This design comes from an exercise in tuning for a short achievable clock period and few clock cycles on the open sky130 flow, not from production work. Only simulation tests tie the RTL to the original design; equivalence was not proved.

==> inputs of run B <==
Design mcdp_core, start of the top module:
module mcdp_core
#(
  parameter int XLEN  = 32,
  parameter int PC_W  = 8,
  parameter int NREGS = 32
) (
  input  logic            clk,
  input  logic            reset,
  output logic            imem_req,
  output logic [PC_W-1:0] imem_addr,
  input  logic            imem_ack,
  input  logic [31:0]     imem_rdata,
  output logic            dmem_req,
  output logic            dmem_we,
  output logic [PC_W-1:0] dmem_addr,
  output logic [XLEN-1:0] dmem_wdata,
  input  logic            dmem_ack,
  input  logic [XLEN-1:0] dmem_rdata,
  input  logic [4:0]      dbg_sel,
  output logic [15:0]     dbg_out,
  output logic            halted
);
  logic [PC_W-1:0] pc;
  logic            halt_q;
  logic            x_alu;     
  logic            x_lw, x_sw;
  logic            x_wen;     
  logic [4:0]      x_wa;
  logic [XLEN-1:0] x_a;       
  logic [XLEN-1:0] x_b;       
  logic            x_cin;     
  logic            x_and, x_or, x_slt;
  logic [XLEN-1:0] x_st;      
  logic [15:0]     x_imm;
  logic [XLEN-1:0] x_sum, x_res, x_wd;
  logic            x_lt, x_stall, x_we;
  mcdp_add #(.W(XLEN)) u_add (.a(x_a), .b(x_b), .cin(x_cin), .s(x_sum));
  assign x_lt  = (x_a[XLEN-1] ^ ~x_b[XLEN-1]) ? x_a[XLEN-1] : x_sum[XLEN-1];
  assign x_res = x_and ? (x_a & x_b) :
                 x_or  ? (x_a | x_b) :
                 x_slt ? {{(XLEN-1){1'b0}}, x_lt} : x_sum;
  assign x_wd    = x_lw ? dmem_rdata : x_res;
  assign x_stall = (x_lw || x_sw) && !dmem_ack;
  assign x_we    = x_wen && !x_stall;
  logic [XLEN-1:0] ea;
  assign ea = x_a + {{(XLEN-16){x_imm[15]}}, x_imm};
  assign dmem_req   = x_lw || x_sw;
  assign dmem_we    = x_sw;
  assign dmem_addr  = ea[PC_W-1:0];
  assign dmem_wdata = x_st;
  logic [31:0] ir;
  logic [5:0]  op, fn;
  logic [4:0]  rs, rt, rd;
  logic [15:0] imm;
  assign ir  = imem_rdata;
  assign op  = ir[31:26];
  assign fn  = ir[5:0];
  assign rs  = ir[25:21];
  assign rt  = ir[20:16];
  assign rd  = ir[15:11];
  assign imm = ir[15:0];
  logic [XLEN-1:0] rf_rs, rf_rt, v_rs, v_rt;
  mcdp_regfile #(.XLEN(XLEN), .NREGS(NREGS)) u_rf (
    .clk(clk), .reset(reset),
    .ra1(rs), .ra2(rt),
    .we(x_we), .wa(x_wa), .wd(x_wd),
    .dbg_sel(dbg_sel), .rd1(rf_rs), .rd2(rf_rt), .dbg_out(dbg_out)
  );
  assign v_rs = (x_wen && x_wa == rs) ? x_wd : rf_rs;
  assign v_rt = (x_wen && x_wa == rt) ? x_wd : rf_rt;
  logic is_r, f_add, f_sub, f_and, f_or, f_slt, f_jr;
  ...
==> flow/config.mk <==
export PLATFORM = sky130hd
export DESIGN_NAME = mcdp_core
export DESIGN_NICKNAME = mcdp_core
export VERILOG_FILES = /design/flow/design.v
export SDC_FILE = /design/flow/constraint.sdc
export NUM_CORES = 4
export LEC_CHECK = 0
export ABC_CLOCK_PERIOD_IN_PS = 3000
export CAP_MARGIN = 20
export CORE_MARGIN = 2
export CORE_UTILIZATION = 40
export SETUP_SLACK_MARGIN = 4
export SLEW_MARGIN = 20
==> flow/constraint.sdc <==
create_clock -name core_clock -period 8.0 [get_ports {clk}]
set_input_delay 1.6000 -clock core_clock [delete_from_list [all_inputs] [get_ports {clk}]]
set_output_delay 1.6000 -clock core_clock [all_outputs]
set_load 0.01 [all_outputs]
run.sh (not shown) runs the stock make flow with config.mk's settings and CLKGATE_MAP_FILE= SYNTH_SCRIPT=/design/flow/synth_recipe.tcl, a recipe that flattens the netlist after the stock synthesis.
==> run K: changes against run B <==
--- a/flow/config.mk
+++ b/flow/config.mk
@@ -6,8 +6,6 @@
 export NUM_CORES = 4
 export LEC_CHECK = 0
-export ABC_CLOCK_PERIOD_IN_PS = 3000
 export CAP_MARGIN = 20
 export CORE_MARGIN = 2
 export CORE_UTILIZATION = 40
-export SETUP_SLACK_MARGIN = 4
 export SLEW_MARGIN = 20
==> reports/results.tsv <==
metric	value	unit
finalNonFillerCells	9666	
layout-drive-gt1-share	18.66	%
rrSetupSlack	2050	ps
clk_share	6.222	%
max-cap-violations	1	
status	complete, but fails checks	
rsz0062_at_grt	yes	
worstPathMaxFanout	5	
area_growth	26.72	%
power_frac_seq	41.4	%
finalMaxSlewViolations	12	
worst_pin_slew	1627	ps
n_all_buffers	861	
violations	max-capacitance violations, max-slew violations	
nets	7749	
firstDrtPassIters	12	
# the run above: run B

==> reports/results.tsv <==
metric	value	unit
power_frac_seq	42.9	%
firstDrtPassIters	17	
status	finished clean	
nets	7445	
rrSetupSlack	860	ps
rsz0062_at_grt	no	
worstPathMaxFanout	16	
n_all_buffers	561	
layout-drive-gt1-share	11.84	%
finalNonFillerCells	9353	
area_growth	17.35	%
# the run above: run K

Testbench counts of run B, summed over its fixed seeds: cycles 45,025.
Testbench counts of run K, summed over its fixed seeds: cycles 45,025.

-- separate check: timing with driven ports --
No port has a modelled driver above. Below, the same layouts with a new extraction and two added sets of constraints. Step 1 (the two cells are an assumption about what drives the block):
set clk [get_ports {clk}]
set_driving_cell -lib_cell sky130_fd_sc_hd__clkbuf_16 $clk
set_driving_cell -lib_cell sky130_fd_sc_hd__buf_2 [delete_from_list [all_inputs] $clk]
Step 2, shift: input delay + t, output delay - t, t = (earliest + latest rising clock arrival at the registers) / 2. This alone moves slack from input paths to output paths. Slacks: ideal ports / drivers / drivers and shift; pairs: ideal ports / drivers.
run	t, ns	slack for setup (ns)	worst data-port slew with drivers (ns)	pins driven straight from the clock port
run B	0.922	2.046 / 2.046 / 1.237	0.18	1
run K	0.907	0.594 / 0.572 / 0.037	0.23	1
For run B, which loses most, drivers alone change the setup slack by 0.000 ns; drivers and shift together by -0.809 ns.
